Context: an optimization exercise on an open-source flow, tuned for small area, a short achievable clock period and few clock cycles per item. The choices shown serve that exercise and are no tape-out recipe.
The RTL was checked by simulation tests, not by an equivalence proof against the original design.

[flow/config.mk]
export PLATFORM = sky130hd
export DESIGN_NAME = rgbw_linear_fade_engine
export DESIGN_NICKNAME = rgbw_linear_fade_engine
export VERILOG_FILES = /design/flow/design.v
export SDC_FILE = /design/flow/constraint.sdc
export NUM_CORES = 4
export LEC_CHECK = 0
export CAP_MARGIN = 20
export CORE_MARGIN = 2
export CORE_UTILIZATION = 40
export SETUP_SLACK_MARGIN = 4.5
export SLEW_MARGIN = 20
[flow/constraint.sdc]
create_clock -name core_clock -period 8.5 [get_ports {clk}]
set_input_delay 1.7000 -clock core_clock [delete_from_list [all_inputs] [get_ports {clk}]]
set_output_delay 1.7000 -clock core_clock [all_outputs]
set_load 0.01 [all_outputs]
[flow/design.v]
package rlfe_pkg;
  localparam logic CMD_COLOR = 1'b0;
  localparam logic CMD_TICK  = 1'b1;
  localparam logic [7:0] FADE_INTERVAL_RESET = 8'd15;
  localparam int         NUM_CH              = 4;
endpackage
import rlfe_pkg::*;
module rgbw_linear_fade_engine #(
  parameter int LEVEL_BITS = 10
) (
  input  logic                  clk,
  input  logic                  rst,
  input  logic                  in_valid,
  output logic                  in_ready,
  input  logic                  cmd,
  input  logic [LEVEL_BITS-1:0] channel_0,
  input  logic [LEVEL_BITS-1:0] channel_1,
  input  logic [LEVEL_BITS-1:0] channel_2,
  input  logic [LEVEL_BITS-1:0] channel_3,
  input  logic                  fade_on,
  output logic                  out_valid,
  input  logic                  out_ready,
  output logic [LEVEL_BITS-1:0] drive_0,
  output logic [LEVEL_BITS-1:0] drive_1,
  output logic [LEVEL_BITS-1:0] drive_2,
  output logic [LEVEL_BITS-1:0] drive_3,
  output logic                  fade_done,
  input  logic                  cfg_valid,
  output logic                  cfg_ready,
  input  logic [7:0]            cfg_data
);
  localparam int LB = LEVEL_BITS;
  logic [7:0]    interval_q;
  logic [7:0]    tick_q;
  logic [LB-1:0] target_q [NUM_CH];
  logic [LB-1:0] mag_q    [NUM_CH];    
  logic          dir_q    [NUM_CH];    
  logic [LB:0]   d_q      [NUM_CH];    
  logic [LB-1:0] level_q  [NUM_CH];
  logic [LB-1:0] n_q;                  
  logic [LB-1:0] rem_q;                
  logic          s1_q;                 
  logic          s2_q;                 
  logic          ini_q;                
  logic          fading_q;
  logic          out_valid_q;
  logic          done_q;
  logic          in_ready_q;
  logic          pcolor_q;             
  logic          pfade_q;
  logic          pstep_q;              
  logic          pdone_q;
  logic [2:0]    win_q;                
  logic          hit_q;                
  logic [LB-1:0] in_lv    [NUM_CH];
  logic [LB:0]   sum      [NUM_CH];
  logic [LB-1:0] lvl_step [NUM_CH];
  logic          zero     [NUM_CH];    
  logic [LB-1:0] max01, max23, max_mag;
  logic          same;
  assign in_lv[0] = channel_0;
  assign in_lv[1] = channel_1;
  assign in_lv[2] = channel_2;
  assign in_lv[3] = channel_3;
  assign cfg_ready = 1'b1;
  assign in_ready  = in_ready_q;
  assign out_valid = out_valid_q;
  assign fade_done = done_q;
  assign drive_0   = level_q[0];
  assign drive_1   = level_q[1];
  assign drive_2   = level_q[2];
  assign drive_3   = level_q[3];
  logic       accept, acc_color, acc_tick, out_free, step_acc;
  logic [7:0] tick_inc, interval_eff;
  logic       step_done, color_done;
  logic       app_color, app_step, app_step_now;
  logic       fading_next, pcolor_next, pstep_next, out_valid_next, stall_next;
  logic [2:0] win_next;
  assign accept    = in_valid & in_ready_q;
  assign acc_color = accept & (cmd == CMD_COLOR);
  assign acc_tick  = accept & (cmd == CMD_TICK);
  assign out_free  = ~out_valid_q | out_ready;
  assign interval_eff = (interval_q == 8'd0) ? 8'd1 : interval_q;
  assign tick_inc     = tick_q + 8'd1;
  assign step_acc     = acc_tick & fading_q & hit_q;
  assign step_done    = rem_q == LB'(1);
  always_comb begin
    same = 1'b1;
    for (int c = 0; c < NUM_CH; c++)
      if (!zero[c]) same = 1'b0;
  end
  assign color_done = ~pfade_q | same;
  assign app_color    = pcolor_q & out_free;
  assign app_step_now = step_acc & out_free;
  assign app_step     = (step_acc | pstep_q) & out_free;
  assign pcolor_next    = acc_color | (pcolor_q & ~out_free);
  assign pstep_next     = (step_acc | pstep_q) & ~out_free;
  assign out_valid_next = (app_color | app_step) | (out_valid_q & ~out_ready);
  always_comb begin
    fading_next = fading_q;
    if (acc_color) fading_next = fade_on;
    else if (app_color) fading_next = ~color_done;
    else if (step_acc) fading_next = ~step_done;
  end
  logic [8:0] tick_p1, tick_p2;
  logic       h_same, h_inc, h_zero, hit_next, fading_cons;
  assign tick_p1  = {1'b0, tick_q} + 9'd1;
  assign tick_p2  = {1'b0, tick_q} + 9'd2;
  assign h_same   = tick_p1 >= {1'b0, interval_eff};
  assign h_inc    = tick_p2 >= {1'b0, interval_eff};
  assign h_zero   = interval_q <= 8'd1;
  always_comb begin
    if (acc_color) hit_next = h_zero;
    else if (acc_tick & fading_q) hit_next = hit_q ? h_zero : h_inc;
    else hit_next = h_same;
  end
  assign fading_cons = acc_color ? fade_on : app_color ? pfade_q : fading_next;
  assign win_next    = acc_color ? 3'd4 : app_color ? 3'd3 :
                       (win_q != 3'd0) ? win_q - 3'd1 : 3'd0;
  assign stall_next  = (win_next != 3'd0) & fading_cons & hit_next;
  logic s1m, inim;
  assign s1m  = s1_q & ~pcolor_q;
  assign inim = ini_q & ~pcolor_q & ~s1_q;
  always_comb begin
    for (int c = 0; c < NUM_CH; c++) begin
      logic          ge, sel, x_s1;
      logic [LB:0]   p, q, r, cs, cc;
      logic [LB-1:0] x;
      logic          run;
      ge   = ~d_q[c][LB];
      sel  = (inim | ge) & ~pcolor_q & ~s1_q;
      x_s1 = s1m & dir_q[c];
      p   = d_q[c];
      q   = {pcolor_q, mag_q[c] ^ {LB{x_s1}}};
      r   = sel ? {1'b1, ~n_q} : '0;
      cs  = p ^ q ^ r;
      cc  = {(p[LB-1:0] & q[LB-1:0]) | (p[LB-1:0] & r[LB-1:0]) | (q[LB-1:0] & r[LB-1:0]),
             pcolor_q | x_s1 | sel};
      sum[c]  = cs + cc;
      zero[c] = &cs[LB-1:0];    
      x   = level_q[c] ^ {LB{dir_q[c]}};
      run = ge;
      for (int b = 0; b < LB; b++) begin
        lvl_step[c][b] = level_q[c][b] ^ run;
        run = run & x[b];
      end
    end
    max01   = (mag_q[0] > mag_q[1]) ? mag_q[0] : mag_q[1];
    max23   = (mag_q[2] > mag_q[3]) ? mag_q[2] : mag_q[3];
    max_mag = (max01 > max23) ? max01 : max23;
  end
  always_ff @(posedge clk) begin
    if (rst) begin
      interval_q  <= FADE_INTERVAL_RESET;
      tick_q      <= '0;
      fading_q    <= 1'b0;
      out_valid_q <= 1'b0;
      in_ready_q  <= 1'b1;
      pcolor_q    <= 1'b0;
      pstep_q     <= 1'b0;
      win_q       <= '0;
      hit_q       <= 1'b0;
      for (int c = 0; c < NUM_CH; c++) target_q[c] <= '0;
    end else begin
      if (cfg_valid) interval_q <= cfg_data;
      fading_q <= fading_next;
      if (acc_color) tick_q <= '0;
      else if (acc_tick & fading_q) tick_q <= hit_q ? 8'd0 : tick_inc;
      hit_q <= hit_next;
      for (int c = 0; c < NUM_CH; c++)
        if (acc_color) target_q[c] <= in_lv[c];
      out_valid_q <= out_valid_next;
      pcolor_q    <= pcolor_next;
      pstep_q     <= pstep_next;
      win_q       <= win_next;
      in_ready_q  <= ~pstep_next & ~(pcolor_next & out_valid_next) & ~stall_next & ~cfg_valid;
    end
  end
  always_ff @(posedge clk) begin
    s1_q  <= app_color;
    s2_q  <= s1_q & ~app_color;
    ini_q <= s2_q & ~app_color;
    n_q   <= max_mag;
    if (inim) rem_q <= n_q;
    else if (step_acc) rem_q <= rem_q - LB'(1);
    if (acc_color) pfade_q <= fade_on;
    if (step_acc) pdone_q <= step_done;
    for (int c = 0; c < NUM_CH; c++) begin
      if (acc_color) mag_q[c] <= ~target_q[c];
      else if (app_color | s1m) mag_q[c] <= sum[c][LB-1:0];
      if (app_color) dir_q[c] <= sum[c][LB];
      if (acc_color) d_q[c] <= {1'b0, in_lv[c]};
      else if (app_color) d_q[c] <= '0;
      else if (inim | app_step) d_q[c] <= sum[c];
      if (app_color) level_q[c] <= pfade_q ? ~mag_q[c] : target_q[c];
      else if (app_step) level_q[c] <= lvl_step[c];
    end
    if (app_color) done_q <= color_done;
    else if (app_step_now) done_q <= step_done;
    else if (app_step) done_q <= pdone_q;
  end
endmodule
[flow/run.sh]
#!/bin/bash
# synth_recipe.tcl (not shown) runs the flow's synth.tcl, then flattens the netlist and writes it again
# the make line also repeats each setting of config.mk as NAME=value (left out here)
make -C /OpenROAD-flow-scripts/flow DESIGN_CONFIG=/design/flow/config.mk WORK_HOME=/design/flow/orfs CLKGATE_MAP_FILE= SYNTH_SCRIPT=/design/flow/synth_recipe.tcl finish
==> summary.txt, run 1 <==
Synthesis
  – Post-Synth Adder-Cell Area: 0.134
  – Post-synth EDFFs: 137
  – Compound-cell area share of the yosys netlist: 0.130
  – Synth Area in Simple Gates: 0.165
  – Count of cell types in the netlist: 57
  – Post-synth top flop: edfxtp_1
  – Net Count, Synth: 1901
  – Post-Syn Instances: 1710
  – Post-synthesis sequential area ratio: 0.379
  – Mux cell area share after synthesis: 0.0402
  – Largest family of logic cells by synthesized area: simple AND/OR/NAND/NOR gates
  – Synth Warn #: 10
  – #FFs+latches synth: 219
  – Post-Syn Area per Cell: 8.88 sq um
  – Ys async rst share: 0
  – Post-synthesis cell area: 0.0152 sq mm
  – XOR/XNOR Fraction of Synth Area: 0.0865

Cells and area
  – Ant diodes: 0
  – Most frequent cells in the layout: inv_1, nand2_1, a21oi_1, nor2_1, edfxtp_1
  – Design area: 0.0177 sq mm
  – Layout area overhead: 16.6%
  – Share of cells above drive strength 1: 0.0802
  – Layout fillers: 3606
  – Reg area: 0.00576 sq mm
  – Area of the multi-input gates: 0.00860 sq mm
  – Nets: 1977
  – Most common cell after layout, fill and taps aside: inv_1

Hold path
  – Worst Hold End: ini_q
  – Hold path cells: 1
  – Hold_sp: s2_q
  – HP Class: reg2reg

CTS
  – Root buffer cell: clkbuf_16
  – Longest Clk Path Bufs: 3
  – TritonCTS sink count: 219
  – Num CTS Buffers: 27
  – Worst-Skew Late Latency: 0.56 ns
  – H-tree depth: 1
  – Clock slew at reported path FFs: 0.06 ns
  – CTS tree: yes

Status
  – Status: timing/DRC/antenna clean

Timing
  – Clock skew: 0.0256 ns
  – Final Worst Setup Slack: 4.62 ns
  – Max Slew Vio Count: 0
  – Setup TNS: 0 ns
  – RSZ-0062 raised after global routing: yes
  – Hold Vio Cnt, Final: 0
  – Fmax: 258 MHz
  – Hold_ws: 0.438 ns
  – Fin crit period: 3.88 ns
  – Slew HR: 0.396
  – Worst Max-Slew Pin Slew: 0.907 ns
  – Final Cycle Share: 0.456
  – Final setup violating endpoints: 0

Critical path
  – Worst r2r src: s1_q
  – R2r setup slk: 4.62 ns
  – Worst endpoint required time: 8.80 ns
  – Startpoint types: flip-flop
  – Critical path class: reg2reg
  – Critical path data arrival time: 4.17 ns
  – RR Endpoint: d_q[3][8]
  – Setup crit end kind: flip-flop
  – Critical path peak fanout: 11
  – Cells on worst reg2reg path: 13

Floorplan
  – Core area: 0.0375 sq mm
  – Starting density of the core: 0.405
  – Die W: 199 um
  – Cell row count: 71
  – I/O pin total: 99
  – Die H: 199 um
  – Die Area: 0.0395 sq mm

Route
  – DRT Pass-1 Iters: 5
  – Routed WL: 42.4 mm
  – Drt wl/cell: 18.3 um
  – Number of remaining DRC errors: 0
  – Vias/cell: 5.20
  – Vias: 12100
  – Detail Route Antenna Nets: 0
  – Drt initial violations: 932

Flow run
  – # Max-Cap Violations: 0

Global route
  – Overall routing resource usage: 0.218
  – Antenna violations before repair: 0
  – Total gr overflow: 0
  – Global-route wire length before repair: 66.4 mm
  – Vias in the first global route: 11900
  – Pin count of the biggest net entering global routing: 88

Place
  – Placer Congestion: 0.888
  – DP Worst Slack: 3.02 ns
  – DP Area: 0.0166 sq mm
  – DP Wirelength: 31.2 mm
  – Port Buffers: 97
==> cells in the mapped netlist (10+ instances only) <==
| cell | n | area share |
|---|---|---|
| or2_2 | 44 | 0.018 |
| a21oi_1 | 166 | 0.055 |
| nor2_1 | 161 | 0.040 |
| or3_1 | 11 | 0.0045 |
| edfxtp_1 | 137 | 0.27 |
| nor4_1 | 13 | 0.0054 |
| mux2i_1 | 61 | 0.040 |
| nand2b_1 | 16 | 0.0066 |
| a31oi_1 | 18 | 0.0074 |
| inv_1 | 186 | 0.046 |
| xor2_1 | 79 | 0.046 |
| nand4_1 | 13 | 0.0054 |
| o21ai_0 | 82 | 0.027 |
| clkbuf_1 | 59 | 0.015 |
| and3_1 | 10 | 0.0041 |
| nor3_1 | 21 | 0.0069 |
| ha_1 | 92 | 0.076 |
| nor2b_1 | 10 | 0.0041 |
| o21a_1 | 13 | 0.0064 |
| dfxtp_1 | 82 | 0.11 |
| xnor2_1 | 71 | 0.041 |
| nand2_1 | 188 | 0.046 |
| a21o_1 | 12 | 0.0059 |
| fa_1 | 44 | 0.058 |
| nand3_1 | 16 | 0.0053 |
==> sequential cells by signal, summed over array words and instances, names as in the netlist, 3 cells and up <==
signal	count
tick_q	8
level_q	40
d_q	44
dir_q	4
interval_q	8
n_q	10
mag_q	40
rem_q	10
win_q	3
target_q	40
==> worst max-delay path, cell delays in order (launching register included) <==
cell      delay, ns
dfxtp_1        0.43
nor2b_4        0.36
nand2_4        0.18
xor2_1         0.20
fa_1           0.63
inv_1          0.08
ha_1           0.23
fa_1           0.42
a21oi_2        0.19
o211ai_1       0.14
or2_2          0.32
nand2_1        0.10
xor2_2         0.22
o21ai_0        0.12
==> how the worst max path moves through the flow <==
stage                     startpoint           to  slack (ns)  depth (start not counted)
after global routing      d_q[2][10]    d_q[2][8]        4.46                         14
after global placement     out_ready    d_q[2][1]        3.04                          6
after CTS                   pcolor_q    d_q[3][8]        4.45                         13
final                           s1_q    d_q[3][8]        4.62                         13
after detailed placement   out_ready    d_q[1][7]        3.02                          6
after floorplan            out_ready  mag_q[0][0]        4.54                          6
==> kinds of logic after synthesis <==
kind of cell,count (synthesis)
adder cells (fa/ha/maj),137
AND/OR/NAND/NOR,537
multiplexers,61
other,1
XOR/XNOR,150
AO/OA/AOI/OAI,346
buffers and inverters,259
flip-flops,219
==> routing by layer <==
layer	track usage	up-vias	wire (um)
met5	0	-	0
met4	0.0677	0	1270
met2	0.351	312	19300
met1	0.303	5725	19600
li1	-	5944	-
met3	0.0307	71	2230
==> per-stage QoR <==
step                std cells   util
floorplan                1710      -
global placement         2258  0.443
detailed placement       2259  0.444
CTS                      2310  0.469
global route             2318  0.473
finish                   2318  0.473
==> area by class of cell <==
cell class / count / share of cell area
flip-flops and latches: 219 / 0.325
multi-input cells: 1232 / 0.485
clock inverters: 12 / 0.00473
well taps: 511 / 0.0361
repair buffers: 119 / 0.0647
clock buffers: 38 / 0.0446
inverters: 187 / 0.0396
==> timing repair <==
action                                  4_1_cts  5_1_grt
hold buffers                                  0        0
pin swaps                                     0        1
resized for setup                            18       19
endpoints found under the setup margin      116       93
buffers inserted                              1        8
Testbench counts, summed over its fixed seeds: cycles 41,136, results 13,995.
==> run 2: changes to the inputs <==
--- a/flow/config.mk
+++ b/flow/config.mk
@@ -8,5 +8,6 @@
 export CAP_MARGIN = 20
 export CORE_MARGIN = 2
 export CORE_UTILIZATION = 40
-export SETUP_SLACK_MARGIN = 4.5
+export SETUP_SLACK_MARGIN = 5
 export SLEW_MARGIN = 20
+export TNS_END_PERCENT = 20
==> run 2 against run 1 <==
Against the previous run:
- core utilization increased by 2.2 points
- worst hold slack improved by 0.0070 ns
- critical endpoint is now done_q
- largest cell class unchanged
==> summary.txt, run 2 <==
Timing
  – Hold_ws: 0.445 ns (was 0.438 ns)
  – Max Slew Vio Count: 0 (unchanged)
  – Fmax: 271 MHz (was 258 MHz)
  – Final setup violating endpoints: 0 (unchanged)
  – Fin crit period: 3.69 ns (was 3.88 ns)
  – Final Cycle Share: 0.434 (was 0.456)
  – Hold Vio Cnt, Final: 0 (unchanged)
  – RSZ-0062 raised after global routing: yes (unchanged)
  – Setup TNS: 0 ns (unchanged)
  – Worst Max-Slew Pin Slew: 0.923 ns (was 0.907 ns)
  – Slew HR: 0.385 (was 0.396)
  – Clock skew: 0.0255 ns (was 0.0256 ns)

CTS
  – H-tree depth: 1 (unchanged)
  – Worst-Skew Late Latency: 0.56 ns (about the same)
  – Longest Clk Path Bufs: 3 (unchanged)
  – Num CTS Buffers: 27 (unchanged)
  – TritonCTS sink count: 219 (unchanged)
  – Hold buffers post-CTS: 0 (unchanged)
  – CTS tree: yes (unchanged)
  – Root buffer cell: clkbuf_16 (unchanged)
  – Clock slew at reported path FFs: 0.06 ns (about the same)

Synthesis
  – Synth top area share: 0.271 (unchanged)
  – Ys async rst share: 0 (unchanged)
  – Commonest cells post-synth: nand2_1, inv_1, a21oi_1 (unchanged)
  – #FFs+latches synth: 219 (unchanged)
  – Post-Syn Area per Cell: 8.88 sq um (unchanged)
  – Count leader, synth: nand2_1 (unchanged)
  – Post-Syn Instances: 1710 (unchanged)
  – Count of cell types in the netlist: 57 (unchanged)
  – Post-synth EDFFs: 137 (unchanged)
  – Post-synthesis sequential area ratio: 0.379 (unchanged)
  – Area leader, netlist: edfxtp_1 (unchanged)
  – Net Count, Synth: 1901 (unchanged)
  – Synth Warn #: 10 (unchanged)
  – Ranking of synthesized cells by area: edfxtp_1, dfxtp_1, ha_1, fa_1, a21oi_1 (unchanged)
  – Post-synthesis cell area: 0.0152 sq mm (unchanged)
  – Post-synth top flop: edfxtp_1 (unchanged)

Critical path
  – Critical path data arrival time: 4.08 ns (was 4.17 ns)
  – Cells on worst reg2reg path: 10 (was 13)
  – Critical path class: reg2reg (unchanged)
  – Setup crit end kind: flip-flop (unchanged)
  – Startpoint types: flip-flop (unchanged)
  – Worst endpoint required time: 8.89 ns (was 8.80 ns)
  – Critical path peak fanout: 11 (unchanged)

Floorplan
  – Die H: 199 um (unchanged)
  – Core area: 0.0375 sq mm (unchanged)
  – Die Area: 0.0395 sq mm (unchanged)
  – Starting density of the core: 0.405 (unchanged)
  – Cell row count: 71 (unchanged)
  – I/O pin total: 99 (unchanged)
  – Die W: 199 um (unchanged)

Route
  – Number of remaining DRC errors: 0 (unchanged)
  – Vias/cell: 5.27 (was 5.20)
  – Detail Route Antenna Nets: 0 (unchanged)
  – Drt initial violations: 787 (was 932)
  – Drt wl/cell: 18.9 um (was 18.3 um)
  – DRT Pass-1 Iters: 7 (was 5)
  – Routed WL: 44.5 mm (was 42.4 mm)
  – Vias: 12400 (was 12100)

Global route
  – Antenna violations before repair: 0 (unchanged)
  – Vias in the first global route: 12000 (was 11900)
  – Total gr overflow: 0 (unchanged)
  – Pin count of the biggest net entering global routing: 83 (was 88)
  – Global-route wire length before repair: 67.4 mm (was 66.4 mm)
  – Overall routing resource usage: 0.224 (was 0.218)

Place
  – DP Wirelength: 31.5 mm (was 31.2 mm)
  – Placed cells: 2263 (was 2259)
  – Port Buffers: 97 (unchanged)
  – Placer Congestion: 0.888 (about the same)
  – DP Area: 0.0167 sq mm (was 0.0166 sq mm)

Status
  – Status: timing/DRC/antenna clean (unchanged)

Cells and area
  – Max reg flops: 44 (unchanged)
  – Share of cells above drive strength 1: 0.132 (was 0.0802)
  – Ant diodes: 0 (unchanged)
  – Non-filler cells, final: 2356 (was 2318)
  – Nets: 2016 (was 1977)
  – Most common cell after layout, fill and taps aside: nand2_1 (was inv_1)
  – Design area: 0.0185 sq mm (was 0.0177 sq mm)
  – Layout area overhead: 22.1% (was 16.6%)
  – Most frequent cells in the layout: nand2_1, inv_1, a21oi_1, nor2_1, edfxtp_1 (was inv_1, nand2_1, a21oi_1, nor2_1, edfxtp_1)
  – Top reg by flops: d_q (unchanged)

Hold path
  – Hold path cells: 1 (unchanged)
  – HP Class: reg2reg (unchanged)

Flow run
  – # Max-Cap Violations: 0 (unchanged)
run 2: cell counts after synthesis:
No cell type changed its count.
run 2: cell type report:
class,instances,area [sq um]
fillers,3558,18900
multi-input cells,1234,9090
flip-flops and latches,219,5770
repair buffers,156,1480
clock buffers,38,747
inverters,187,706
well taps,511,639
clock inverters,11,109
run 2: cell families after synthesis:
logic type	synth area share
and+or+nand+nor	0.165
muxes	0.0402
buffers and inverters	0.0650
adders and majority gates	0.134
DFF	0.379
AOI/OAI and AO/OA	0.130
xor gates and xnor gates	0.0865
other	0.000247
run 2: path summary, 6_finish.rpt:
kind         endpoint  slack (ns)     start
max reg2reg    done_q        4.81  pcolor_q
max            done_q        4.81  pcolor_q
min             ini_q        0.44      s2_q
min reg2reg     ini_q        0.44      s2_q
run 2: worst max-delay path: stages (launching register included):
cell	delay (ns)
dfxtp_4	0.38
nor2_4	0.13
o21ai_0	0.11
buf_4	0.18
or2_2	0.29
fa_1	0.50
nor4_1	0.61
nand4_1	0.28
o311ai_0	0.73
o21ai_0	0.19
a21oi_1	0.15
run 2: repair_timing:
item,CTS,global route
gates cloned,3,0
resized for setup,43,103
pin swaps,6,29
buffers inserted,12,29
endpoints found under the hold margin,0,0
setup endpoints to repair,219,185
run 2: per-stage QoR:
stage,worst slack (ns),util
2_1_floorplan,4.91,-
3_3_place_gp,3.17,0.444
3_5_place_dp,3.11,0.445
4_1_cts,4.85,0.475
5_1_grt,4.76,0.495
6_report,4.81,0.495
run 2: metal layers:
metal	vias up	part of all wire	global-route usage
li1	6031	-	-
met2	354	0.45	0.355
met1	5954	0.45	0.311
met5	-	0	0
met4	0	0.037	0.0829
met3	81	0.062	0.0292
==> run 3: changes to the inputs <==
--- a/flow/config.mk
+++ b/flow/config.mk
@@ -8,6 +8,6 @@
 export CAP_MARGIN = 20
 export CORE_MARGIN = 2
 export CORE_UTILIZATION = 40
-export SETUP_SLACK_MARGIN = 5
+export SETUP_SLACK_MARGIN = 4.5
 export SLEW_MARGIN = 20
 export TNS_END_PERCENT = 20
==> run 3 against run 2 <==
Against the previous run:
- still clean on timing, DRC and antenna
- register-to-register slack got worse by 0.19 ns
- synthesized area is the same
- via count is 2.6% lower
- cell area decreased by 4.4%
- critical path type is now in2reg
- largest cell class unchanged
==> summary.txt, run 3 <==
Route
  – Drt initial violations: 933 (was 787)
  – Drt wl/cell: 18.3 um (was 18.9 um)
  – DRT Pass-1 Iters: 6 (was 7)
  – Vias: 12100 (was 12400)
  – Vias/cell: 5.21 (was 5.27)
  – Detail Route Antenna Nets: 0 (unchanged)
  – Routed WL: 42.5 mm (was 44.5 mm)
  – Number of remaining DRC errors: 0 (unchanged)

Timing
  – Worst Max-Slew Pin Slew: 0.917 ns (was 0.923 ns)
  – Slew HR: 0.388 (was 0.385)
  – RSZ-0062 raised after global routing: yes (unchanged)
  – Final setup violating endpoints: 0 (unchanged)
  – Hold Vio Cnt, Final: 0 (unchanged)
  – Max Slew Vio Count: 0 (unchanged)
  – Fin crit period: 3.93 ns (was 3.69 ns)
  – Final Cycle Share: 0.463 (was 0.434)
  – Setup TNS: 0 ns (unchanged)
  – Fmax: 254 MHz (was 271 MHz)
  – Clock skew: 0.0283 ns (was 0.0255 ns)
  – Final Worst Setup Slack: 4.57 ns (was 4.81 ns)

Place
  – DP Wirelength: 31.2 mm (was 31.5 mm)
  – Placer Congestion: 0.888 (about the same)
  – Placed cells: 2259 (was 2263)
  – Port Buffers: 97 (unchanged)
  – DP Worst Slack: 3.02 ns (was 3.11 ns)

Synthesis
  – Count leader, synth: nand2_1 (unchanged)
  – Post-synth EDFFs: 137 (unchanged)
  – Post-Syn Instances: 1710 (unchanged)
  – Commonest cells post-synth: nand2_1, inv_1, a21oi_1 (unchanged)
  – Post-Syn Area per Cell: 8.88 sq um (unchanged)
  – Count of cell types in the netlist: 57 (unchanged)
  – Area leader, netlist: edfxtp_1 (unchanged)
  – Synth top area share: 0.271 (unchanged)
  – Synth Warn #: 10 (unchanged)
  – Post-synthesis cell area: 0.0152 sq mm (unchanged)
  – Post-synthesis sequential area ratio: 0.379 (unchanged)
  – Post-synth top flop: edfxtp_1 (unchanged)
  – Ys async rst share: 0 (unchanged)
  – Net Count, Synth: 1901 (unchanged)
  – #FFs+latches synth: 219 (unchanged)
  – Ranking of synthesized cells by area: edfxtp_1, dfxtp_1, ha_1, fa_1, a21oi_1 (unchanged)

Global route
  – Total gr overflow: 0 (unchanged)
  – Overall routing resource usage: 0.217 (was 0.224)
  – Vias in the first global route: 11900 (was 12000)
  – Antenna violations before repair: 0 (unchanged)
  – Global-route wire length before repair: 66.2 mm (was 67.4 mm)
  – Pin count of the biggest net entering global routing: 88 (was 83)

CTS
  – H-tree depth: 1 (unchanged)
  – Longest Clk Path Bufs: 3 (unchanged)
  – Hold buffers post-CTS: 0 (unchanged)
  – Num CTS Buffers: 27 (unchanged)
  – Root buffer cell: clkbuf_16 (unchanged)
  – Clock slew at reported path FFs: 0.06 ns (about the same)
  – TritonCTS sink count: 219 (unchanged)
  – CTS tree: yes (unchanged)
  – Worst-Skew Late Latency: 0.57 ns (was 0.56 ns)

Floorplan
  – Starting density of the core: 0.405 (unchanged)
  – I/O pin total: 99 (unchanged)
  – Die W: 199 um (unchanged)
  – Die H: 199 um (unchanged)
  – Cell row count: 71 (unchanged)
  – Core area: 0.0375 sq mm (unchanged)
  – Die Area: 0.0395 sq mm (unchanged)

Hold path
  – HP Class: reg2reg (unchanged)
  – Hold path cells: 1 (unchanged)
  – Worst Hold End: ini_q (unchanged)
  – Hold_sp: s2_q (unchanged)

Critical path
  – Setup crit start: out_ready (was pcolor_q)
  – Crit path largest cell delay: 0.70 ns (was 0.73 ns)
  – Critical path data arrival time: 4.11 ns (was 4.08 ns)
  – Critical path peak fanout: 87 (was 11)
  – Crit path max-delay cell type: or2_4 (was o311ai_0)
  – Crit-path cells: clkdlybuf4s50_1 > nand2b_1 > nand2_2 > clkbuf_8 > nand2_2 > or2_4 (was nor2_4 > o21ai_0 > buf_4 > or2_2 > fa_1 > nor4_1 > nand4_1 > o311ai_0 > o21ai_0 > a21oi_1)
  – Worst r2r src: pcolor_q (unchanged)
  – Setup crit end kind: flip-flop (unchanged)
  – WP buf/inv: 2 (was 1)
  – RR Endpoint: d_q[3][7] (was done_q)
  – Cells on worst reg2reg path: 13 (was 10)
  – Top cell by count, worst path: nand2_2 (was o21ai_0)
  – CP top delay family: simple AND/OR/NAND/NOR gates (unchanged)
  – Critical path class: in2reg (was reg2reg)
  – Worst endpoint required time: 8.68 ns (was 8.89 ns)
  – Startpoint types: input port (was flip-flop)
  – R2r setup slk: 4.62 ns (was 4.81 ns)

Cells and area
  – Top reg by flops: d_q (unchanged)
  – Share of cells above drive strength 1: 0.0796 (was 0.132)
  – Ant diodes: 0 (unchanged)
  – Max reg flops: 44 (unchanged)
  – Non-filler cells, final: 2319 (was 2356)
  – Layout fillers: 3610 (was 3558)
  – Post-layout util: 0.473 (was 0.495)
  – Layout area overhead: 16.6% (was 22.1%)
  – Most frequent cells in the layout: inv_1, nand2_1, a21oi_1, nor2_1, edfxtp_1 (was nand2_1, inv_1, a21oi_1, nor2_1, edfxtp_1)
  – Nets: 1978 (was 2016)
  – Most common cell after layout, fill and taps aside: inv_1 (was nand2_1)

Status
  – Status: timing/DRC/antenna clean (unchanged)

Flow run
  – # Max-Cap Violations: 0 (unchanged)
## run 3: cell counts after synthesis
No cell type changed its count.
## run 3: metal layers
metal,vias up,GRT usage,share of wire,wire (um)
met3,69,0.0302,0.052,2220
met4,0,0.0669,0.030,1260
met2,308,0.350,0.46,19400
met1,5769,0.303,0.46,19600
met5,-,0,0,0
li1,5947,-,-,-
## run 3: logic make-up (layout without fill, tap and decap cells)
| logic type | after synthesis | in the layout | share of synthesized area |
|---|---|---|---|
| other | 1 | 1 | 0.000247 |
| AO/OA/AOI/OAI | 346 | 346 | 0.130 |
| flip-flops | 219 | 219 | 0.379 |
| buffers and inverters | 259 | 357 | 0.0650 |
| AND/OR/NAND/NOR | 537 | 537 | 0.165 |
| adder cells (fa/ha/maj) | 137 | 137 | 0.134 |
| XOR/XNOR | 150 | 150 | 0.0865 |
| multiplexers | 61 | 61 | 0.0402 |
## run 3: worst max path at each step
stage,slack (ns),end,cells after the start
3_5_place_dp,3.02,d_q[1][7],6
2_1_floorplan,4.54,mag_q[0][0],6
3_3_place_gp,3.04,d_q[2][1],6
6_report,4.57,d_q[3][3],6
5_1_grt,4.42,mag_q[0][2],8
4_1_cts,4.22,d_q[0][7],12
## run 3: worst register-to-register path, cell delays in order, from the launching register on
cell     delay (ns)
dfxtp_2        0.41
nor2_4         0.22
o21ai_0        0.12
buf_4          0.18
or2_2          0.29
fa_1           0.60
inv_1          0.11
ha_1           0.30
a21o_1         0.15
a21oi_1        0.37
o21ai_0        0.17
a31oi_1        0.22
xor2_1         0.36
o21ai_0        0.15
## run 3: repair_timing
action | 4_1_cts | 5_1_grt
resized for setup | 4 | 29
pin swaps | 0 | 3
endpoints found under the setup margin | 116 | 149
setup buffers | 0 | 10
## run 3: layout make-up
class                           instances  area (sq um)  area share
Clock buffer                           38           790      0.0446
Clock inverter                         12          83.8     0.00473
Inverter                              187           702      0.0396
Multi-Input combinational cell       1232          8590       0.485
Sequential cell                       219          5760       0.325
Tap cell                              511           639      0.0361
Timing Repair Buffer                  120          1150      0.0649
## run 3: stage by stage
stage          area, sq um  hold WS (ns)
2_1_floorplan        15200         0.406
3_3_place_gp         16600         0.416
3_5_place_dp         16600         0.421
4_1_cts              17500         0.441
5_1_grt              17700         0.459
6_report             17700         0.438
==> run 4: changes to the inputs <==
--- a/flow/config.mk
+++ b/flow/config.mk
@@ -8,6 +8,6 @@
 export CAP_MARGIN = 20
 export CORE_MARGIN = 2
 export CORE_UTILIZATION = 40
-export SETUP_SLACK_MARGIN = 4.5
+export SETUP_SLACK_MARGIN = 4
 export SLEW_MARGIN = 20
-export TNS_END_PERCENT = 20
+export TNS_END_PERCENT = 100
==> run 4 against run 3 <==
Against the previous run:
- non-clock buffer count is 12 lower
- synthesized cell count stayed put
- worst setup slack worse by 0.43 ns
- die area stayed put
- global-route usage hardly changed
- core utilization is 0.40 points lower
- clock-buffer cell count is 3 higher
- clock skew is 0.0058 ns higher
- critical path type is now reg2reg
==> summary.txt, run 4 <==
Cells and area
  – Layout fillers: 3682 (was 3610)
  – Area of the multi-input gates: 0.00849 sq mm (was 0.00859 sq mm)
  – Reg area: 0.00576 sq mm (about the same)
  – Nets: 1965 (was 1978)
  – Ant diodes: 0 (unchanged)
  – Post-layout util: 0.469 (was 0.473)
  – Layout area overhead: 15.7% (was 16.6%)
  – Most frequent cells in the layout: inv_1, nand2_1, a21oi_1, nor2_1, edfxtp_1 (unchanged)
  – Most common cell after layout, fill and taps aside: inv_1 (unchanged)
  – Top reg by flops: d_q (unchanged)
  – Max reg flops: 44 (unchanged)
  – Design area: 0.0176 sq mm (was 0.0177 sq mm)
  – Share of cells above drive strength 1: 0.0647 (was 0.0796)

Floorplan
  – Die W: 199 um (unchanged)
  – I/O pin total: 99 (unchanged)
  – Starting density of the core: 0.405 (unchanged)
  – Cell row count: 71 (unchanged)
  – Core area: 0.0375 sq mm (unchanged)
  – Die Area: 0.0395 sq mm (unchanged)
  – Die H: 199 um (unchanged)

CTS
  – TritonCTS sink count: 219 (unchanged)
  – Clock slew at reported path FFs: 0.06 ns (about the same)
  – Longest Clk Path Bufs: 3 (unchanged)
  – Worst-Skew Late Latency: 0.56 ns (was 0.57 ns)
  – H-tree depth: 1 (unchanged)
  – Setup bufs post-CTS: 0 (unchanged)
  – Root buffer cell: clkbuf_16 (unchanged)
  – Num CTS Buffers: 26 (was 27)
  – CTS tree: yes (unchanged)
  – Post-cts gate resize count: 1 (was 4)
  – Hold buffers post-CTS: 0 (unchanged)

Critical path
  – Setup crit end kind: flip-flop (unchanged)
  – Critical path data arrival time: 4.65 ns (was 4.11 ns)
  – Critical path class: reg2reg (was in2reg)
  – RR Endpoint: d_q[0][7] (was d_q[3][7])
  – R2r setup slk: 4.14 ns (was 4.62 ns)
  – Crit path max-delay cell type: fa_1 (was or2_4)
  – Worst endpoint required time: 8.79 ns (was 8.68 ns)
  – Critical path peak fanout: 11 (was 87)
  – Startpoint types: flip-flop (was input port)
  – Crit-path cells: nor2b_1 > nand2_1 > xor2_1 > fa_1 > inv_1 > ha_1 > a21o_1 > a21oi_1 > o21ai_0 > a31oi_1 > xor2_1 > o21ai_0 (was clkdlybuf4s50_1 > nand2b_1 > nand2_2 > clkbuf_8 > nand2_2 > or2_4)
  – Crit path largest cell delay: 0.63 ns (was 0.70 ns)
  – Worst r2r src: pcolor_q (unchanged)
  – Cells on worst reg2reg path: 12 (was 13)

Route
  – Vias: 12000 (was 12100)
  – Drt wl/cell: 18.3 um (about the same)
  – DRT Pass-1 Iters: 5 (was 6)
  – Detail Route Antenna Nets: 0 (unchanged)
  – Drt initial violations: 825 (was 933)
  – Vias/cell: 5.23 (was 5.21)
  – Routed WL: 42.1 mm (was 42.5 mm)
  – Number of remaining DRC errors: 0 (unchanged)

Place
  – Port Buffers: 97 (unchanged)
  – DP Wirelength: 30.8 mm (was 31.2 mm)
  – Placer Congestion: 0.885 (was 0.888)
  – DP Area: 0.0166 sq mm (about the same)

Timing
  – RSZ-0062 raised after global routing: yes (unchanged)
  – Setup TNS: 0 ns (unchanged)
  – Max Slew Vio Count: 0 (unchanged)
  – Hold Vio Cnt, Final: 0 (unchanged)
  – Fmax: 229 MHz (was 254 MHz)
  – Fin crit period: 4.36 ns (was 3.93 ns)
  – Final Cycle Share: 0.513 (was 0.463)
  – Worst Max-Slew Pin Slew: 0.934 ns (was 0.917 ns)
  – Clock skew: 0.0341 ns (was 0.0283 ns)
  – Slew HR: 0.377 (was 0.388)
  – Hold_ws: 0.428 ns (was 0.438 ns)
  – Final setup violating endpoints: 0 (unchanged)

Synthesis
  – Count of cell types in the netlist: 57 (unchanged)
  – Post-synth top flop: edfxtp_1 (unchanged)
  – Commonest cells post-synth: nand2_1, inv_1, a21oi_1 (unchanged)
  – Post-synthesis sequential area ratio: 0.379 (unchanged)
  – #FFs+latches synth: 219 (unchanged)
  – Post-Syn Area per Cell: 8.88 sq um (unchanged)
  – Post-Syn Instances: 1710 (unchanged)
  – Synth Warn #: 10 (unchanged)
  – Post-synth EDFFs: 137 (unchanged)
  – Count leader, synth: nand2_1 (unchanged)
  – Post-synthesis cell area: 0.0152 sq mm (unchanged)
  – Area leader, netlist: edfxtp_1 (unchanged)
  – Ys async rst share: 0 (unchanged)
  – Net Count, Synth: 1901 (unchanged)
  – Ranking of synthesized cells by area: edfxtp_1, dfxtp_1, ha_1, fa_1, a21oi_1 (unchanged)
  – Synth top area share: 0.271 (unchanged)

Status
  – Status: timing/DRC/antenna clean (unchanged)

Global route
  – Overall routing resource usage: 0.218 (was 0.217)
  – Antenna violations before repair: 1 (was 0)
  – Pin count of the biggest net entering global routing: 97 (was 88)
  – Total gr overflow: 0 (unchanged)
  – Global-route wire length before repair: 66.6 mm (was 66.2 mm)
  – Vias in the first global route: 12000 (was 11900)

Hold path
  – Worst Hold End: ini_q (unchanged)
  – Hold_sp: s2_q (unchanged)
  – Hold path cells: 1 (unchanged)
  – HP Class: reg2reg (unchanged)

Flow run
  – # Max-Cap Violations: 0 (unchanged)
## run 4: final cells by class
type,count,area share
inverter,187,0.0400
sequential,219,0.328
clock inverter,7,0.00691
timing repair buffer,108,0.0599
clock buffer,41,0.0461
multi-input combinational,1232,0.483
tap,511,0.0364
## run 4: worst max path at each step
stage                     slack (ns)      start            end
after detailed placement        3.11  out_ready      d_q[2][8]
after global routing            3.89   pcolor_q      d_q[2][7]
final                           4.14   pcolor_q      d_q[0][7]
after global placement          3.10  out_ready      d_q[1][7]
after floorplan                 4.18   in_valid  level_q[0][0]
after CTS                       4.01  out_ready      d_q[3][4]
## run 4: routing by layer
layer | part of all wire | vias to the layer above | GRT usage | wire [um]
li1 | - | 5909 | - | -
met1 | 0.46 | 5785 | 0.298 | 19400
met2 | 0.46 | 284 | 0.358 | 19300
met3 | 0.051 | 67 | 0.0324 | 2140
met4 | 0.030 | 0 | 0.0600 | 1260
met5 | 0 | - | 0 | 0
## run 4: cells by family (layout without fill, tap and decap cells)
kind of cell / count (synthesis) / count (layout) / synth area share
XOR/XNOR: 150 / 150 / 0.0865
multiplexers: 61 / 61 / 0.0402
AND/OR/NAND/NOR: 537 / 537 / 0.165
other: 1 / 1 / 0.000247
adder cells (fa/ha/maj): 137 / 137 / 0.134
AO/OA/AOI/OAI: 346 / 346 / 0.130
flip-flops: 219 / 219 / 0.379
buffers and inverters: 259 / 343 / 0.0650
## run 4: worst max-delay path, delay by kind of cell, from the launching register on
family | cells | cell delay (ns)
buf+inv | 1 | 0.06
flops | 1 | 0.44
compound gates | 5 | 1.07
simple gates | 2 | 1.01
fa+ha+maj | 2 | 0.91
xor+xnor | 2 | 0.62
## run 4: per-stage QoR
step | setup WS, ns | cells
3_5_place_dp | 3.11 | 2257
5_1_grt | 3.89 | 2305
6_report | 4.14 | 2305
2_1_floorplan | 4.18 | 1710
4_1_cts | 4.01 | 2305
3_3_place_gp | 3.10 | 2257
==> run 5: changes to the inputs <==
--- a/flow/config.mk
+++ b/flow/config.mk
@@ -8,6 +8,5 @@
 export CAP_MARGIN = 20
 export CORE_MARGIN = 2
 export CORE_UTILIZATION = 40
-export SETUP_SLACK_MARGIN = 4
+export SETUP_SLACK_MARGIN = 5
 export SLEW_MARGIN = 20
-export TNS_END_PERCENT = 100
==> run 5 against run 4 <==
Against the previous run:
- still clean on timing, DRC and antenna
- clock skew shrank 0.0023 ns
- fmax grew 22%
- non-clock buffer count grew 98
==> summary.txt, run 5 <==
Synthesis
  – Post-synthesis cell area: 0.0152 sq mm (unchanged)
  – Count leader, synth: nand2_1 (unchanged)
  – Post-synth top flop: edfxtp_1 (unchanged)
  – #FFs+latches synth: 219 (unchanged)
  – Post-Syn Area per Cell: 8.88 sq um (unchanged)
  – Post-Syn Instances: 1710 (unchanged)
  – Post-synthesis sequential area ratio: 0.379 (unchanged)
  – Ranking of synthesized cells by area: edfxtp_1, dfxtp_1, ha_1, fa_1, a21oi_1 (unchanged)
  – Synth top area share: 0.271 (unchanged)
  – Synth Warn #: 10 (unchanged)
  – Area leader, netlist: edfxtp_1 (unchanged)
  – Count of cell types in the netlist: 57 (unchanged)
  – Ys async rst share: 0 (unchanged)
  – Net Count, Synth: 1901 (unchanged)
  – Commonest cells post-synth: nand2_1, inv_1, a21oi_1 (unchanged)
  – Post-synth EDFFs: 137 (unchanged)

Critical path
  – Crit path max-delay cell type: edfxtp_1 (was fa_1)
  – WP buf/inv: 5 (was 1)
  – Critical path data arrival time: 4.00 ns (was 4.65 ns)
  – Worst endpoint required time: 8.94 ns (was 8.79 ns)
  – Setup crit end kind: flip-flop (unchanged)
  – Critical path class: reg2reg (unchanged)
  – CP top delay family: compound AO/OA/AOI/OAI gates (unchanged)
  – Crit-path cells: inv_2 > ha_4 > nor2b_1 > o21ai_1 > a31oi_2 > o2bb2ai_4 > buf_12 > buf_12 > mux2i_4 > inv_2 > ha_4 > nor4_1 > nand2_1 > a31oi_2 > o22ai_4 > buf_6 > mux2i_1 (was nor2b_1 > nand2_1 > xor2_1 > fa_1 > inv_1 > ha_1 > a21o_1 > a21oi_1 > o21ai_0 > a31oi_1 > xor2_1 > o21ai_0)
  – R2r setup slk: 4.93 ns (was 4.14 ns)
  – Startpoint types: flip-flop (unchanged)
  – Crit path largest cell delay: 0.48 ns (was 0.63 ns)
  – Worst r2r src: mag_q[1][1] (was pcolor_q)
  – RR Endpoint: n_q[5] (was d_q[0][7])
  – Cells on worst reg2reg path: 17 (was 12)
  – Setup crit start: mag_q[1][1] (was pcolor_q)
  – Critical path peak fanout: 8 (was 11)

Route
  – DRT Pass-1 Iters: 5 (unchanged)
  – Vias/cell: 5.35 (was 5.23)
  – Drt wl/cell: 19.4 um (was 18.3 um)
  – Number of remaining DRC errors: 0 (unchanged)
  – Routed WL: 46.6 mm (was 42.1 mm)
  – Drt initial violations: 1035 (was 825)
  – Vias: 12900 (was 12000)
  – Detail Route Antenna Nets: 0 (unchanged)

Cells and area
  – Ant diodes: 0 (unchanged)
  – Share of cells above drive strength 1: 0.185 (was 0.0647)
  – Max reg flops: 44 (unchanged)
  – Most frequent cells in the layout: nand2_1, inv_1, a21oi_1, nor2_1, edfxtp_1 (was inv_1, nand2_1, a21oi_1, nor2_1, edfxtp_1)
  – Top reg by flops: d_q (unchanged)
  – Layout area overhead: 27.8% (was 15.7%)
  – Layout fillers: 3461 (was 3682)
  – Most common cell after layout, fill and taps aside: nand2_1 (was inv_1)
  – Nets: 2067 (was 1965)
  – Area of the multi-input gates: 0.00951 sq mm (was 0.00849 sq mm)
  – Reg area: 0.00577 sq mm (was 0.00576 sq mm)

CTS
  – Clock slew at reported path FFs: 0.06 ns (about the same)
  – Longest Clk Path Bufs: 3 (unchanged)
  – CTS tree: yes (unchanged)
  – H-tree depth: 1 (unchanged)
  – Num CTS Buffers: 27 (was 26)
  – Worst-Skew Late Latency: 0.57 ns (was 0.56 ns)
  – Hold buffers post-CTS: 0 (unchanged)
  – Root buffer cell: clkbuf_16 (unchanged)
  – TritonCTS sink count: 219 (unchanged)

Timing
  – RSZ-0062 raised after global routing: yes (unchanged)
  – Clock skew: 0.0317 ns (was 0.0341 ns)
  – Setup TNS: 0 ns (unchanged)
  – Final Cycle Share: 0.420 (was 0.513)
  – Max Slew Vio Count: 0 (unchanged)
  – Slew HR: 0.371 (was 0.377)
  – Fin crit period: 3.57 ns (was 4.36 ns)
  – Fmax: 280 MHz (was 229 MHz)
  – Final setup violating endpoints: 0 (unchanged)
  – Hold Vio Cnt, Final: 0 (unchanged)
  – Worst Max-Slew Pin Slew: 0.943 ns (was 0.934 ns)

Place
  – Port Buffers: 97 (unchanged)
  – DP Wirelength: 30.8 mm (about the same)
  – Placer Congestion: 0.876 (was 0.885)

Global route
  – Overall routing resource usage: 0.226 (was 0.218)
  – Grt met1 use: 0.312 (was 0.298)
  – Pin count of the biggest net entering global routing: 94 (was 97)
  – Most Crowded Layer GR: met2 (unchanged)
  – GRT met2 Usage: 0.372 (was 0.358)
  – Antenna violations before repair: 0 (was 1)
  – Total gr overflow: 0 (unchanged)
  – Met3 Use GR: 0.0312 (was 0.0324)
  – Global-route wire length before repair: 68.6 mm (was 66.6 mm)
  – Vias in the first global route: 12300 (was 12000)

Floorplan
  – I/O pin total: 99 (unchanged)
  – Die H: 199 um (unchanged)
  – Cell row count: 71 (unchanged)
  – Die W: 199 um (unchanged)
  – Core area: 0.0375 sq mm (unchanged)
  – Die Area: 0.0395 sq mm (unchanged)
  – Starting density of the core: 0.405 (unchanged)

Hold path
  – Hold path cells: 1 (unchanged)
  – Hold_sp: s2_q (unchanged)
  – Worst Hold End: ini_q (unchanged)
  – HP Class: reg2reg (unchanged)

Flow run
  – # Max-Cap Violations: 0 (unchanged)

Status
  – Status: timing/DRC/antenna clean (unchanged)
-- run 5: cell counts after synthesis --
No cell type changed its count.
-- run 5: stage by stage --
step / instance area [sq um] / cells / util / worst slack, ns / hold WS (ns)
final: 19400 / 2407 / 0.518 / 4.93 / 0.433
after detailed placement: 16600 / 2259 / 0.444 / 2.91 / 0.415
after CTS: 18100 / 2341 / 0.483 / 4.96 / 0.434
after global routing: 19400 / 2407 / 0.518 / 4.84 / 0.449
after floorplan: 15200 / 1710 / - / 5.02 / 0.406
after global placement: 16600 / 2259 / 0.444 / 2.97 / 0.416
-- run 5: worst reg2reg max path, stage by stage, from the launching register on --
cell	delay, ns
edfxtp_1	0.48
inv_2	0.14
ha_4	0.21
nor2b_1	0.12
o21ai_1	0.16
a31oi_2	0.13
o2bb2ai_4	0.20
buf_12	0.16
buf_12	0.13
mux2i_4	0.26
inv_2	0.07
ha_4	0.16
nor4_1	0.39
nand2_1	0.13
a31oi_2	0.27
o22ai_4	0.13
buf_6	0.17
mux2i_1	0.13
-- run 5: metal layers --
metal / routed length (um) / up-vias / part of all wire
li1: - / 6126 / -
met1: 20500 / 6242 / 0.44
met2: 21800 / 424 / 0.47
met3: 3000 / 83 / 0.064
met4: 1350 / 0 / 0.029
met5: 0 / - / 0
-- run 5: how the worst max path moves through the flow --
stage | endpoint | slack, ns | cells after the start
finish | n_q[5] | 4.93 | 17
global route | d_q[1][8] | 4.84 | 17
CTS | mag_q[3][8] | 4.96 | 14
detailed placement | d_q[1][8] | 2.91 | 6
global placement | d_q[1][6] | 2.97 | 6
floorplan | d_q[3][10] | 5.02 | 13
-- run 5: cells by family (layout without fill, tap and decap cells) --
group / Yosys count / in the layout / share of synthesized area
simple gates: 537 / 540 / 0.165
buf+inv: 259 / 442 / 0.0650
other cells: 1 / 1 / 0.000247
fa+ha+maj: 137 / 137 / 0.134
compound gates: 346 / 346 / 0.130
mux: 61 / 61 / 0.0402
flops: 219 / 219 / 0.379
xor+xnor: 150 / 150 / 0.0865
-- run 5: area by class of cell --
class | instances | area share
clock buffers | 36 | 0.0381
clock inverters | 13 | 0.00670
inverters | 187 | 0.0363
multi-input cells | 1235 | 0.490
flip-flops and latches | 219 | 0.297
well taps | 511 | 0.0329
repair buffers | 206 | 0.0992
-- run 5: timing repair --
item | in CTS | in global routing
resized for setup | 80 | 143
endpoints found under the setup margin | 214 | 124
pin swaps | 13 | 63
setup buffers | 31 | 61
gates cloned | 2 | 4
==> run 6: changes to the inputs <==
--- a/flow/config.mk
+++ b/flow/config.mk
@@ -7,6 +7,6 @@
 export LEC_CHECK = 0
 export CAP_MARGIN = 20
 export CORE_MARGIN = 2
-export CORE_UTILIZATION = 40
-export SETUP_SLACK_MARGIN = 5
+export CORE_UTILIZATION = 50
+export SETUP_SLACK_MARGIN = 4.5
 export SLEW_MARGIN = 20
==> run 6 against run 5 <==
Against the previous run:
- worst setup slack lost 0.29 ns
- synthesized cell count is the same
- core utilization grew 7.2 points
- clock-buffer cell count grew 1
- first-iteration DRC count shrank 15%
- worst hold slack gained 0.018 ns
- sequential share of layout area grew 3.1 points
- critical endpoint is now n_q[6]
==> summary.txt, run 6 <==
Floorplan
  – Cell row count: 63 (was 71)
  – I/O pin total: 99 (unchanged)
  – Core area: 0.0298 sq mm (was 0.0375 sq mm)
  – Die Area: 0.0318 sq mm (was 0.0395 sq mm)
  – Die H: 178 um (was 199 um)
  – Die W: 178 um (was 199 um)
  – Starting density of the core: 0.510 (was 0.405)

Synthesis
  – Post-synth EDFFs: 137 (unchanged)
  – Area leader, netlist: edfxtp_1 (unchanged)
  – Post-synth top flop: edfxtp_1 (unchanged)
  – Post-synthesis cell area: 0.0152 sq mm (unchanged)
  – Ranking of synthesized cells by area: edfxtp_1, dfxtp_1, ha_1, fa_1, a21oi_1 (unchanged)
  – Post-synthesis sequential area ratio: 0.379 (unchanged)
  – Synth Warn #: 10 (unchanged)
  – Net Count, Synth: 1901 (unchanged)
  – Ys async rst share: 0 (unchanged)
  – #FFs+latches synth: 219 (unchanged)
  – Commonest cells post-synth: nand2_1, inv_1, a21oi_1 (unchanged)
  – Post-Syn Instances: 1710 (unchanged)
  – Count leader, synth: nand2_1 (unchanged)
  – Post-Syn Area per Cell: 8.88 sq um (unchanged)
  – Synth top area share: 0.271 (unchanged)
  – Count of cell types in the netlist: 57 (unchanged)

CTS
  – Clock slew at reported path FFs: 0.06 ns (about the same)
  – Num CTS Buffers: 27 (unchanged)
  – CTS tree: yes (unchanged)
  – H-tree depth: 1 (unchanged)
  – Root buffer cell: clkbuf_16 (unchanged)
  – Hold buffers post-CTS: 0 (unchanged)
  – TritonCTS sink count: 219 (unchanged)
  – Worst-Skew Late Latency: 0.55 ns (was 0.57 ns)
  – Longest Clk Path Bufs: 3 (unchanged)

Timing
  – Setup TNS: 0 ns (unchanged)
  – RSZ-0062 raised after global routing: no (was yes)
  – Fmax: 259 MHz (was 280 MHz)
  – Final setup violating endpoints: 0 (unchanged)
  – Max Slew Vio Count: 0 (unchanged)
  – Clock skew: 0.0203 ns (was 0.0317 ns)
  – Final Cycle Share: 0.454 (was 0.420)
  – Worst Max-Slew Pin Slew: 0.936 ns (was 0.943 ns)
  – Fin crit period: 3.86 ns (was 3.57 ns)
  – Slew HR: 0.376 (was 0.371)
  – Hold Vio Cnt, Final: 0 (unchanged)

Global route
  – Antenna violations before repair: 0 (unchanged)
  – Overall routing resource usage: 0.267 (was 0.226)
  – Pin count of the biggest net entering global routing: 88 (was 94)
  – Global-route wire length before repair: 65.4 mm (was 68.6 mm)
  – Vias in the first global route: 11800 (was 12300)
  – Total gr overflow: 0 (unchanged)

Critical path
  – Critical path data arrival time: 4.33 ns (was 4.00 ns)
  – Startpoint types: flip-flop (unchanged)
  – Setup crit start: mag_q[0][3] (was mag_q[1][1])
  – Critical path class: reg2reg (unchanged)
  – Worst endpoint required time: 8.97 ns (was 8.94 ns)
  – Setup crit end kind: flip-flop (unchanged)
  – Critical path peak fanout: 8 (unchanged)
  – Worst r2r src: mag_q[0][3] (was mag_q[1][1])

Place
  – Placer Congestion: 0.914 (was 0.876)
  – Port Buffers: 97 (unchanged)
  – DP Wirelength: 30.8 mm (about the same)

Cells and area
  – Ant diodes: 0 (unchanged)
  – Layout area overhead: 15.8% (was 27.8%)
  – Most common cell after layout, fill and taps aside: inv_1 (was nand2_1)
  – Top reg by flops: d_q (unchanged)
  – Nets: 1980 (was 2067)
  – Share of cells above drive strength 1: 0.0796 (was 0.185)
  – Max reg flops: 44 (unchanged)
  – Most frequent cells in the layout: inv_1, nand2_1, a21oi_1, nor2_1, edfxtp_1 (was nand2_1, inv_1, a21oi_1, nor2_1, edfxtp_1)

Route
  – Drt wl/cell: 18.9 um (was 19.4 um)
  – Vias/cell: 5.56 (was 5.35)
  – Routed WL: 41.6 mm (was 46.6 mm)
  – Detail Route Antenna Nets: 0 (unchanged)
  – DRT Pass-1 Iters: 5 (unchanged)
  – Drt initial violations: 881 (was 1035)
  – Number of remaining DRC errors: 0 (unchanged)
  – Vias: 12200 (was 12900)

Flow run
  – # Max-Cap Violations: 0 (unchanged)

Hold path
  – Hold_sp: s2_q (unchanged)
  – HP Class: reg2reg (unchanged)

Status
  – Status: timing/DRC/antenna clean (unchanged)
==> run 6: critical path, cell delays in order, from the launching register on <==
cell and delay (ns):
edfxtp_1 0.48, ha_1 0.35, and3_1 0.17, o21ai_0 0.19, a31oi_1 0.17, o2bb2ai_4 0.26
buf_4 0.22, mux2i_1 0.27, inv_1 0.07, ha_1 0.29, o21ai_0 0.08, nand2b_1 0.07
a21oi_1 0.07, or3_1 0.38, o22ai_2 0.20, buf_4 0.26, mux2i_1 0.24
==> run 6: worst paths after layout <==
check / endpoint / slack [ns] / cells past startpoint
setup reg to reg: n_q[6] / 4.64 / 16
setup / recovery: n_q[6] / 4.64 / 16
hold / removal: ini_q / 0.45 / 1
hold reg to reg: ini_q / 0.45 / 1
==> run 6: area by class of cell <==
type / instances / area, sq um
clock buffers: 37 / 786
clock inverters: 13 / 121
repair buffers: 122 / 1160
flip-flops and latches: 219 / 5760
inverters: 187 / 702
fillers: 2704 / 12200
well taps: 390 / 488
multi-input cells: 1232 / 8570
==> run 6: per-layer routing <==
metal | vias up | wire [um] | track usage
met5 | - | 0 | 0
li1 | 5954 | - | -
met1 | 5877 | 19700 | 0.395
met3 | 69 | 2490 | 0.0296
met4 | 0 | 1030 | 0.0708
met2 | 329 | 18300 | 0.416
==> run 6: per-stage QoR <==
stage                     std cells  hold WS, ns  setup WS (ns)   util  area (sq um)
after global placement         2141        0.410           3.11  0.554         16500
final                          2200        0.451           4.64  0.590         17600
after detailed placement       2141        0.420           2.97  0.554         16500
after global routing           2200        0.479           4.47  0.590         17600
after floorplan                1710        0.406           4.54      -         15200
after CTS                      2194        0.449           4.51  0.587         17500
==> run 6: repair_timing <==
action	CTS	global route
hold endpoints to repair	0	0
pin swaps	1	3
resized for setup	18	11
setup buffers	3	6
setup endpoints to repair	137	41
cloned	0	0
==> run 6: cell families after synthesis <==
logic type	share of synthesized area
and+or+nand+nor	0.165
AOI/OAI and AO/OA	0.130
buffers and inverters	0.0650
DFF	0.379
xor gates and xnor gates	0.0865
adders and majority gates	0.134
muxes	0.0402
other	0.000247
==> run 7: changes to the inputs <==
--- a/flow/config.mk
+++ b/flow/config.mk
@@ -7,6 +7,8 @@
 export LEC_CHECK = 0
 export CAP_MARGIN = 20
 export CORE_MARGIN = 2
-export CORE_UTILIZATION = 50
-export SETUP_SLACK_MARGIN = 4.5
+export CORE_UTILIZATION = 40
+export CTS_CLUSTER_DIAMETER = 60
+export CTS_CLUSTER_SIZE = 30
+export SETUP_SLACK_MARGIN = 4.75
 export SLEW_MARGIN = 20
==> run 7 against run 6 <==
Against the previous run:
- routed wire length is 3.2% higher
- register-to-register slack improved by 0.20 ns
- first-iteration DRC count is 13% higher
- still clean
- synthesized cell count stayed put
- sequential cell count unchanged
- cell area is 3.1% higher
- fmax grew 5.5%
- global-route usage down 5.0 points
- clock skew increased by 0.013 ns
==> summary.txt, run 7 <==
Cells and area
  – Reg area: 0.00577 sq mm (was 0.00576 sq mm)
  – Most common cell after layout, fill and taps aside: inv_1 (unchanged)
  – Share of cells above drive strength 1: 0.115 (was 0.0796)
  – Post-layout util: 0.484 (was 0.590)
  – Max reg flops: 44 (unchanged)
  – Non-filler cells, final: 2340 (was 2200)
  – Top reg by flops: d_q (unchanged)

Hold path
  – Hold_sp: s2_q (unchanged)
  – HP Class: reg2reg (unchanged)

Critical path
  – Crit-path cells: nor2_4 > o21ai_0 > buf_4 > or2_2 > fa_2 > inv_1 > ha_1 > fa_2 > a21oi_4 > o211ai_1 > or2_4 > nand2_2 > xor2_4 > o21ai_0 (was ha_1 > and3_1 > o21ai_0 > a31oi_1 > o2bb2ai_4 > buf_4 > mux2i_1 > inv_1 > ha_1 > o21ai_0 > nand2b_1 > a21oi_1 > or3_1 > o22ai_2 > buf_4 > mux2i_1)
  – Worst r2r src: pcolor_q (was mag_q[0][3])
  – Critical path data arrival time: 3.93 ns (was 4.33 ns)
  – WP buf/inv: 2 (was 3)
  – Critical path peak fanout: 11 (was 8)
  – Crit path largest cell delay: 0.59 ns (was 0.48 ns)
  – Setup crit start: pcolor_q (was mag_q[0][3])
  – Crit path max-delay cell type: fa_2 (was edfxtp_1)
  – Critical path class: reg2reg (unchanged)
  – Setup crit end kind: flip-flop (unchanged)

Synthesis
  – #FFs+latches synth: 219 (unchanged)
  – Commonest cells post-synth: nand2_1, inv_1, a21oi_1 (unchanged)
  – Post-synthesis sequential area ratio: 0.379 (unchanged)
  – Post-synth top flop: edfxtp_1 (unchanged)
  – Post-synthesis cell area: 0.0152 sq mm (unchanged)
  – Post-Syn Instances: 1710 (unchanged)
  – Count of cell types in the netlist: 57 (unchanged)
  – Synth top area share: 0.271 (unchanged)
  – Ranking of synthesized cells by area: edfxtp_1, dfxtp_1, ha_1, fa_1, a21oi_1 (unchanged)
  – Count leader, synth: nand2_1 (unchanged)

Floorplan
  – Die Area: 0.0395 sq mm (was 0.0318 sq mm)
  – I/O pin total: 99 (unchanged)
  – Cell row count: 71 (was 63)
  – Die H: 199 um (was 178 um)
  – Starting density of the core: 0.405 (was 0.510)

Place
  – Placer Congestion: 0.901 (was 0.914)
  – Placed cells: 2258 (was 2141)
  – DP Area: 0.0166 sq mm (was 0.0165 sq mm)
  – DP Worst Slack: 2.95 ns (was 2.97 ns)
  – Port Buffers: 97 (unchanged)

Route
  – Number of remaining DRC errors: 0 (unchanged)
  – DRT Pass-1 Iters: 5 (unchanged)
  – Drt wl/cell: 18.3 um (was 18.9 um)
  – Drt initial violations: 998 (was 881)
  – Vias: 12300 (was 12200)

Timing
  – Setup TNS: 0 ns (unchanged)
  – Max Slew Vio Count: 0 (unchanged)
  – Hold Vio Cnt, Final: 0 (unchanged)
  – RSZ-0062 raised after global routing: yes (was no)
  – Hold_ws: 0.406 ns (was 0.451 ns)
  – Final Worst Setup Slack: 4.85 ns (was 4.64 ns)
  – Fmax: 274 MHz (was 259 MHz)
  – Worst Max-Slew Pin Slew: 0.925 ns (was 0.936 ns)
  – Slew HR: 0.383 (was 0.376)

CTS
  – Worst-Skew Late Latency: 0.55 ns (about the same)
  – Longest Clk Path Bufs: 3 (unchanged)
  – Clock slew at reported path FFs: 0.07 ns (was 0.06 ns)
  – TritonCTS sink count: 219 (unchanged)
  – Num CTS Buffers: 23 (was 27)
  – H-tree depth: 1 (unchanged)

Status
  – Status: timing/DRC/antenna clean (unchanged)

Global route
  – Pin count of the biggest net entering global routing: 88 (unchanged)
  – Vias in the first global route: 12000 (was 11800)
  – Overall routing resource usage: 0.217 (was 0.267)
  – Global-route wire length before repair: 66.3 mm (was 65.4 mm)

Flow run
  – # Max-Cap Violations: 0 (unchanged)
==> run 7: cell counts after synthesis <==
No cell type changed its count.
==> run 7: path summary, 6_finish.rpt <==
kind	to	slack (ns)	cells past startpoint
setup reg to reg	d_q[3][8]	4.85	14
setup / recovery	d_q[3][8]	4.85	14
hold reg to reg	ini_q	0.41	1
hold / removal	ini_q	0.41	1
==> run 7: cells by family after synthesis <==
logic type | after synthesis | share of synthesized area
AND/OR/NAND/NOR | 537 | 0.165
AO/OA/AOI/OAI | 346 | 0.130
buffers and inverters | 259 | 0.0650
flip-flops | 219 | 0.379
XOR/XNOR | 150 | 0.0865
adder cells (fa/ha/maj) | 137 | 0.134
multiplexers | 61 | 0.0402
other | 1 | 0.000247
==> run 7: metal layers <==
| metal | up-vias | wire (um) | GRT usage | share of wire |
|---|---|---|---|---|
| met1 | 5955 | 19500 | 0.304 | 0.45 |
| met5 | - | 0 | 0 | 0 |
| met4 | 0 | 1010 | 0.0531 | 0.024 |
| li1 | 5984 | - | - | - |
| met3 | 55 | 2390 | 0.0266 | 0.056 |
| met2 | 345 | 20000 | 0.355 | 0.47 |
==> run 7: repair_timing <==
action | in CTS | in global routing
hold buffers | 0 | 0
buffers inserted | 13 | 26
resized for setup | 32 | 63
setup endpoints to repair | 206 | 133
pin swaps | 6 | 12
endpoints found under the hold margin | 0 | 0
==> run 7: final cells by class <==
cell class                      instances  share of cell area
Antenna cell                            1            0.000138
Inverter                              187              0.0387
Clock inverter                         18              0.0119
Multi-Input combinational cell       1232               0.487
Clock buffer                           24              0.0319
Timing Repair Buffer                  148              0.0768
Sequential cell                       219               0.318
Tap cell                              511              0.0353

-- what the ideal ports hide --
The flow's constraints put no driver on any port. The routed layouts listed below were extracted and timed again, unchanged, in two steps.
Step 1: set_driving_cell puts a clkbuf_16 on clk and a buf_2 on each other input, an assumption about the parent block.
Step 2 also shifts input and output timing later by t, the mid clock arrival at the registers, as if the neighbouring blocks saw the same clock.
a / b / c = no drivers / after step 1 / after step 2; a / b = the first two.
run	t (ns)	slack for setup (ns)	hold WS [ns]	worst setup path after step 2	cell pins on the clock port's net
run 1	0.605	4.623 / 4.623 / 4.101	0.438 / 0.438 / 0.438	input to register	1
run 2	0.595	4.814 / 4.814 / 4.420	0.445 / 0.445 / 0.445	input to register	1
run 3	0.604	4.567 / 4.584 / 3.980	0.438 / 0.438 / 0.438	input to register	1
run 4	0.593	4.142 / 4.142 / 3.852	0.428 / 0.428 / 0.428	input to register	1
run 5	0.601	4.934 / 4.934 / 4.395	0.433 / 0.433 / 0.433	input to register	1
run 6	0.591	4.644 / 4.644 / 4.164	0.451 / 0.451 / 0.451	input to register	1
run 7	0.590	4.847 / 4.847 / 4.300	0.406 / 0.406 / 0.406	input to register	1
After both steps setup and hold are still met in every run listed. For run 3, which loses most, drivers alone change the setup slack by +0.017 ns; drivers and shift together by -0.587 ns.
